This design comes from an exercise in tuning for small area and a short achievable clock period on the open sky130 flow, not from production work.
No functional check of the RTL was part of any run shown here.
Power is estimated from default activity; no workload was simulated.

==> flow/design.v, too long to show whole: its modules and the start of the top module <==
// module adder_tree_25: 2021 lines
module adder_tree_25 (
    input  logic         clk,
    input  logic         rst,
    input  logic         in_valid,
    input  logic [399:0] in_data,
    output logic         res_valid,
    output logic [15:0]  res
);
  // ...
==> flow/flow/run.sh <==
#!/bin/bash
# Own layout flow: the standard flow (standard.sh) with two changes.
#  1. After the standard synthesis, fapol.py re-chooses the polarity of the
#     full-adder cells so that the inverters extract_fa leaves around them go;
#     a Yosys equivalence proof against the standard netlist must pass, else
#     the standard netlist is kept.
#  2. Port buffers are sky130_fd_sc_hd__buf_1 (every port still gets one).
# Each tool writes its full output to a log file of its own in this folder.
set -uo pipefail
export BUFFER_PORTS_ARGS="-buffer_cell sky130_fd_sc_hd__buf_1"
HERE=$(pwd)
bash standard.sh synth > synth.log 2>&1 || exit 1
NET=$HERE/orfs/results/sky130hd/adder_tree_25/base/1_2_yosys.v
cp "$NET" "$HERE/netlist_standard.v"
if python3 "$HERE/flow/fapol.py" "$HERE/netlist_standard.v" "$HERE/netlist_fapol.v" > fapol.log 2>&1; then
  cat > equiv.ys <<EOT
read_liberty -ignore_miss_func $FLOW_HOME/platforms/sky130hd/lib/sky130_fd_sc_hd__tt_025C_1v80.lib
read_verilog $HERE/netlist_standard.v
rename $FLOW_TOP gold
read_verilog $HERE/netlist_fapol.v
rename $FLOW_TOP gate
setattr -mod -unset top gold gate
flatten gold gate
rename -hide gold/w:_* gate/w:_*
equiv_make gold gate eq
hierarchy -top eq
equiv_simple -seq 0
equiv_induct
equiv_status -assert
EOT
  if yosys -s equiv.ys > equiv.log 2>&1; then
    cp "$HERE/netlist_fapol.v" "$NET"
    touch "$NET"
    echo "fapol netlist used" >> fapol.log
  else
    echo "equivalence failed: standard netlist kept" >> fapol.log
  fi
fi
bash standard.sh finish > finish.log 2>&1
==> flow/flow/fapol.py <==
#!/usr/bin/env python3
"""Choose the polarity of every full-adder cell in a mapped sky130 netlist so
that as few inverters as possible remain.

A full adder is self-dual: FA(~a, ~b, ~c) = (~cout, ~sum).  Yosys's extract_fa
often builds full adders with all inputs and outputs inverted, which leaves an
inverter on many full-adder pins.  This pass removes every inverter, picks for
each full adder whether it computes the true or the complemented function, and
then puts back one inverter per net that some pin needs in the other polarity.

usage: fapol.py IN.v OUT.v
The netlist must be flat, with one module and no assign statements; if it is
not, the input is copied unchanged.
"""
import re
import sys
import random
import shutil

OUT_PINS = {"X", "Y", "Q", "Q_N", "SUM", "COUT", "HI", "LO"}
INV_RE = re.compile(r"^sky130_fd_sc_hd__(inv|clkinv)_\d+$")
FA_RE = re.compile(r"^sky130_fd_sc_hd__fa_\d+$")
INST_RE = re.compile(r"^\s*(sky130_fd_sc_hd__\w+)\s+(\\\S+|\w+)\s*\((.*?)\);\s*$", re.S | re.M)
PIN_RE = re.compile(r"\.(\w+)\(\s*([^()]*?)\s*\)")


def main():
    src, dst = sys.argv[1], sys.argv[2]
    text = open(src).read()
    if re.search(r"^\s*assign\s", text, re.M) or text.count("endmodule") != 1:
        print("fapol: netlist has assigns or several modules; left unchanged")
        shutil.copy(src, dst)
        return
    insts = []
    for m in INST_RE.finditer(text):
        pins = dict(PIN_RE.findall(m.group(3)))
        insts.append({"type": m.group(1), "name": m.group(2), "pins": pins,
                      "span": m.span()})
    # ports
    outports = set()
    for m in re.finditer(r"^\s*output\s+(\[(\d+):(\d+)\]\s*)?(\S+)\s*;", text, re.M):
        name = m.group(4)
        if m.group(1):
            hi, lo = int(m.group(2)), int(m.group(3))
            for i in range(min(hi, lo), max(hi, lo) + 1):
                outports.add(f"{name}[{i}]")
        else:
            outports.add(name)
    driver = {}
    for idx, ins in enumerate(insts):
        for p, n in ins["pins"].items():
            if p in OUT_PINS and n:
                driver[n] = (idx, p)
    # inverters that may go: output not a port
    removable = set()
    for idx, ins in enumerate(insts):
        if INV_RE.match(ins["type"]) and ins["pins"].get("Y") not in outports:
            removable.add(idx)

    def resolve(net):
        pol = 0
        seen = 0
        while net in driver and driver[net][0] in removable:
            net = insts[driver[net][0]]["pins"]["A"]
            pol ^= 1
            seen += 1
            if seen > 1000:
                raise SystemExit("inverter loop")
        return net, pol

    fas = [i for i, ins in enumerate(insts) if FA_RE.match(ins["type"])]
    fa_index = {i: k for k, i in enumerate(fas)}
    # consumers: (inst, pin, root, pol) for every non-removable instance input
    consumers = []
    for idx, ins in enumerate(insts):
        if idx in removable:
            continue
        for p, n in ins["pins"].items():
            if p in OUT_PINS or not n:
                continue
            if re.match(r"^\d+'[bh]", n):
                continue
            r, pol = resolve(n)
            consumers.append((idx, p, r, pol))
    # output ports driven through removable inverters would lose their
    # driver; there are none by construction (their inverter is kept)
    # root owner: FA output roots flip with their FA
    root_fa = {}
    for i in fas:
        for p in ("SUM", "COUT"):
            n = insts[i]["pins"].get(p)
            if n:
                root_fa[n] = fa_index[i]
    flip = [0] * len(fas)
    # per root: list of consumer ids
    by_root = {}
    for cid, (idx, p, r, pol) in enumerate(consumers):
        by_root.setdefault(r, []).append(cid)
    fa_cons = {}  # fa k -> consumer ids on its inputs
    for cid, (idx, p, r, pol) in enumerate(consumers):
        if idx in fa_index:
            fa_cons.setdefault(fa_index[idx], []).append(cid)

    def need(cid):
        # polarity (relative to the root's logical value) the pin must see
        idx, p, r, pol = consumers[cid]
        if idx in fa_index and flip[fa_index[idx]]:
            pol ^= 1
        return pol

    def phys(r):
        k = root_fa.get(r)
        return flip[k] if k is not None else 0

    def root_cost(r):
        ph = phys(r)
        return 1 if any(need(c) != ph for c in by_root.get(r, [])) else 0

    def roots_of_fa(k):
        i = fas[k]
        rs = set()
        for p in ("SUM", "COUT"):
            n = insts[i]["pins"].get(p)
            if n:
                rs.add(n)
        for c in fa_cons.get(k, []):
            rs.add(consumers[c][2])
        return rs

    total = sum(root_cost(r) for r in by_root)
    start = sum(1 for i in removable)
    improved = True
    rounds = 0
    while improved and rounds < 50:
        improved = False
        rounds += 1
        for k in range(len(fas)):
            rs = roots_of_fa(k)
            before = sum(root_cost(r) for r in rs)
            flip[k] ^= 1
            after = sum(root_cost(r) for r in rs)
            if after < before:
                total += after - before
                improved = True
            else:
                flip[k] ^= 1
    # rewrite
    inv_net = {}
    new_insts = []
    for r in sorted(by_root):
        if root_cost(r):
            nn = f"_fapol_n{len(inv_net)}_"
            inv_net[r] = nn
            new_insts.append((nn, r))
    conn = {}
    for cid, (idx, p, r, pol) in enumerate(consumers):
        conn[(idx, p)] = r if need(cid) == phys(r) else inv_net[r]
    out = []
    pos = 0
    for idx, ins in enumerate(insts):
        a, b = ins["span"]
        out.append(text[pos:a])
        pos = b
        if idx in removable:
            continue
        pins = dict(ins["pins"])
        if idx in fa_index and flip[fa_index[idx]]:
            pass  # outputs keep their nets, which now carry the complement
        for p in pins:
            if (idx, p) in conn:
                pins[p] = conn[(idx, p)]
        body = ",\n".join(f"    .{p}({n}{' ' if n.startswith(chr(92)) else ''})" for p, n in pins.items())
        out.append(f"  {ins['type']} {ins['name']} (\n{body}\n  );")
    tail = text[pos:]
    k = tail.rfind("endmodule")
    decl = "".join(f"  wire {nn};\n" for nn, r in new_insts)
    cells = "".join(f"  sky130_fd_sc_hd__inv_1 {nn}inv (\n    .A({r}{' ' if r.startswith(chr(92)) else ''}),\n    .Y({nn})\n  );\n"
                    for nn, r in new_insts)
    out.append(tail[:k] + decl + cells + tail[k:])
    res = "".join(out)
    # the new wires must be declared before use for some readers: move decls up
    mod = re.search(r"^\s*module\s.*?;\s*$", res, re.M | re.S)
    res = res.replace(decl, "", 1)
    res = res[:mod.end()] + "\n" + decl + res[mod.end():]
    open(dst, "w").write(res)
    print(f"fapol: {len(fas)} full adders, {sum(flip)} flipped, inverters {start} -> {len(new_insts)}")


if __name__ == "__main__":
    main()
==> flow/standard.sh <==
#!/bin/bash
# synth_recipe.tcl (not shown) runs the flow's synth.tcl, then flattens the netlist and writes it again
# the make line also repeats each setting of config.mk as NAME=value (left out here)
make -C /OpenROAD-flow-scripts/flow DESIGN_CONFIG=/design/flow/config.mk WORK_HOME=/design/flow/orfs CLKGATE_MAP_FILE= SYNTH_SCRIPT=/design/flow/synth_recipe.tcl "${@:-finish}"
==> flow/config.mk <==
export PLATFORM = sky130hd
export DESIGN_NAME = adder_tree_25
export DESIGN_NICKNAME = adder_tree_25
export VERILOG_FILES = /design/flow/design.v
export SDC_FILE = /design/flow/constraint.sdc
export NUM_CORES = 4
export LEC_CHECK = 0
export CAP_MARGIN = 20
export CORE_MARGIN = 2
export CORE_UTILIZATION = 40
export CTS_BUF_LIST = sky130_fd_sc_hd__clkbuf_8
export CTS_CLUSTER_DIAMETER = 50
export CTS_CLUSTER_SIZE = 14
export SETUP_SLACK_MARGIN = 1.2
export SLEW_MARGIN = 20
==> flow/constraint.sdc <==
create_clock -name core_clock -period 3.0 [get_ports {clk}]
set_input_delay 0.6000 -clock core_clock [delete_from_list [all_inputs] [get_ports {clk}]]
set_output_delay 0.6000 -clock core_clock [all_outputs]
set_load 0.01 [all_outputs]
==> run notes, run 1 <==
status no timing/DRC/antenna violations; Leading cell kind flip-flops and latches; FF-to-FF path depth 6; Top power group sequential cells; Vias 7682; f_max roughly 570 MHz; Top Metal Used met4; multi-input gates 449; Leak 6.943 nW; Cell Pwr Density a little under 900 nW/µm²; worst hold slack approximately 0.25 ns; routability cong. just under 0.9; Worst Hold Class primary input to register; first-pass GRT wire length 45110 µm; Pwr Total around 16 mW; final cycle utilization of the critical path 58.61%; fin worst setup slack 1.242 ns; PortBufs 419; final instance area 18290 µm²; vias per inst 4.173; clk_skew 0.02681 ns; Worst-path clk slew 0.08 ns; CTS tree done; DR DRC count 0; Setup crit end kind register; Crit-path slowest cell fa_2; worst hold path depth 2; syn avg cell area roughly 18 µm²; clock sink count 381; WL/cell 15.50 µm; Final Hold Vio Count 0; ratio of cells with drive above 1 in the final layout 5.041%; Initial DRT Pass Iterations 4; sequential power share 50.5%; worst-path cell chain fa_2 -> fa_2 -> a21o_1 -> a21oi_2 -> xor2_1 -> o21ai_1; Max Cap Viol 0; GR peak layer met2
==> inputs of run 2 (changes only) <==
--- a/flow/config.mk
+++ b/flow/config.mk
@@ -11,5 +11,5 @@
 export CTS_BUF_LIST = sky130_fd_sc_hd__clkbuf_8
 export CTS_CLUSTER_DIAMETER = 50
 export CTS_CLUSTER_SIZE = 14
-export SETUP_SLACK_MARGIN = 1.2
+export SETUP_SLACK_MARGIN = 1.6
 export SLEW_MARGIN = 20
==> run 2 against run 1 <==
  * Sequential share of layout area fell by 1.7 points
  * Global-route usage rose by 0.57 points
  * Clock power increased by 16%
  * Final area is 5.3% higher
  * Critical endpoint unchanged
  * Largest cell class is now multi-input combinational cells
  * Largest power group unchanged
==> run notes, run 2 <==
commonest cells after routing, fill and taps aside buf_1 (402), dfxtp_1 (323), fa_2 (188) (was buf_1 (419), dfxtp_1 (380), fa_1 (327)); Fin Setup TNS 0 ns (unchanged); Least-Margin Pin Slew 0.7812 ns (was 0.7297 ns); Synth Instances 851 (unchanged); Leak 7.053 nW (was 6.943 nW); H-tree depth 2 (unchanged); critical path class register to register (unchanged); post-layout min period 1.699 ns (was 1.758 ns); Post-Place Cells 1778 (unchanged); vias in the first global route 9204 (was 9051); ratio of cells with drive above 1 in the final layout 25.96% (was 5.041%); Setup crit end kind register (unchanged); Cell Pwr Density 866.5 nW/µm² (was 870.0 nW/µm²); WL/cell 16.04 µm (was 15.50 µm); Ys Warns 1 (unchanged); maximum vdd drop 315.1 µV (was 354.6 µV); Pins Over Slew Limit 0 (unchanged); f_max 588.7 MHz (was 568.8 MHz); max FFs per register 16 (unchanged); status no timing/DRC/antenna violations (unchanged); vias per inst 4.123 (was 4.173); post-DP HPWL 25830 µm (was 25030 µm); Crit-path slowest cell fa_2 (unchanged); worst-path cell chain fa_2 -> fa_2 -> a21o_1 -> a21oi_2 -> xor2_1 -> o21ai_1 (unchanged); hold_buf cts 0 (unchanged); Max Cap Viol 0 (unchanged); CTS Buf Count 41 (was 39); fin util 51.10% (was 48.55%); CP Data Arrival Time 2.11 ns (was 2.17 ns); CP Launch Type register (unchanged); Clk Latency, worst-skew pair 0.54 ns (was 0.55 ns); Nets 2065 (was 2052); Critical Path RT 3.42 ns (was 3.41 ns); leading cell type in the layout, fill and taps excluded buf_1 (unchanged); initial detailed-routing violation count 139 (was 145); Rel. slew slack 47.92% (was 51.35%); Regs by FF count res: 16 flops, q0_a: 12 flops, q0_b: 11 flops (unchanged); final cycle utilization of the critical path 56.62% (was 58.61%); clock sink count 381 (unchanged); DR DRC count 0 (unchanged); # setup viols final 0 (unchanged); first-pass GRT wire length 46490 µm (was 45110 µm); Final ANT Viol Nets 0 (unchanged); Max Root-Sink Buffers 3 (unchanged); most flop-heavy register res (unchanged); largest net degree at the start of global routing 23 (unchanged); Largest stage delay, worst path 0.40 ns (about the same); synthesized area 15300 µm² (unchanged); routed wire length 29840 µm (was 28540 µm); die area 39840 µm² (unchanged); post-synth net total 1594 (unchanged); Pwr Total 16.68 mW (was 15.91 mW); Vias 7669 (was 7682); grt total ovfl 0 (unchanged); syn avg cell area 17.98 µm² (unchanged); initial antenna violation count 4 (unchanged); Worst-path clk slew 0.08 ns (about the same); Starting Density 40.63% (unchanged); Initial DRT Pass Iterations 4 (unchanged); area of the core 37670 µm² (unchanged); I/O pins 420 (unchanged); fin cells 1860 (was 1841); Worst path most repeated cell fa_2 (unchanged); Final Hold Vio Count 0 (unchanged); Chip Height 199.6 µm (unchanged); Worst Hold Class primary input to register (unchanged); total track usage 15.59% (was 15.02%); die width 199.6 µm (unchanged); Core Rows 71 (unchanged); CTS tree done (unchanged); Root Driver clkbuf_8 (unchanged); unrepaired setup endpoints after global routing yes (unchanged); area grow syn2layout 25.77% (was 19.48%); CP max FO 2 (unchanged); clk_skew 0.03280 ns (was 0.02681 ns); routability cong. 0.8951 (was 0.8794); PortBufs 419 (unchanged)
==> run 2: per-layer routing <==
layer / up-vias / track usage, % / part of all wire, %
li1: 3561 / - / -
met1: 3806 / 18.49 / 39
met2: 254 / 28.79 / 54
met3: 48 / 2.684 / 4.8
met4: 0 / 4.664 / 2.5
met5: - / 0 / 0
==> run 2: area by class of cell <==
cell class              count  area [µm²]
fillers                  3231       18420
multi-input cells         449        8118
flip-flops and latches    381        7700
repair buffers            432        1792
well taps                 511       639.4
clock buffers              46       633.1
clock inverters            23       299.0
inverters                  17       63.81
diodes                      1       2.502
==> run 2: repair_timing <==
action                                  CTS  global route
setup buffers                             8             4
pin swaps                                52            30
endpoints found under the setup margin   60            74
gates resized for setup                  77            49
==> run 2: stage by stage <==
stage                     instance area (µm²)  setup slack, ns  hold WS [ns]
after CTS                               19090            1.255        0.2138
after global placement                  17910            1.095        0.3113
after floorplan                         15710            1.315        0.3096
final                                   19250            1.301        0.2612
after detailed placement                17910            1.101        0.3121
after global routing                    19250            1.205        0.2271
==> run 2: worst paths after layout <==
| kind | startpoint | to | slack (ns) | depth (start not counted) |
|---|---|---|---|---|
| max reg2reg | q1_a[0] | res[14] | 1.30 | 6 |
| min reg2reg | q0_sum[3] | q1_sum[3] | 0.33 | 0 |
| max | q1_a[0] | res[14] | 1.30 | 6 |
| min | in_data[367] | p1_c15_1 | 0.26 | 2 |
==> run 2: where the power goes <==
group          total [mW]  switching (mW)  internal (mW)
clock                3.72            1.82           1.90
combinational        4.86            2.31           2.56
sequential           8.10           0.958           7.14
==> run 2: worst max-delay path: cells and delay by family, from the launching register on <==
kind / cells / cell delay (ns)
adder cells (fa/ha/maj): 2 / 0.75
XOR/XNOR: 1 / 0.17
flip-flops: 1 / 0.33
AO/OA/AOI/OAI: 3 / 0.36

[afterwards: timing with drivers on the ports]
Ports are ideal in the flow. The routed layouts listed here were re-timed in OpenROAD.
Step 1, drivers: a clkbuf_16 drives clk and a buf_2 each remaining input, both assumed.
Step 2 adds t to the input delays and takes it off the output delays; t is the mean of the earliest and latest rising clock arrival at the registers after step 1. Input paths then give back, and output paths get back, about the clock's delay inside the block.
Slacks: ideal / step 1 / step 2; pairs: ideal / step 1.
run | t, ns | setup slack, ns | hold WS [ns] | pins driven straight from the clock port
run 1 | 0.579 | 1.242 / 1.242 / 1.085 | 0.249 / 0.237 / 0.315 | 1
run 2 | 0.575 | 1.301 / 1.301 / 1.104 | 0.261 / 0.238 / 0.328 | 1
After both steps setup and hold are still met in every run listed. For run 2, which loses most, drivers alone change the setup slack by 0.000 ns; drivers and shift together by -0.197 ns.
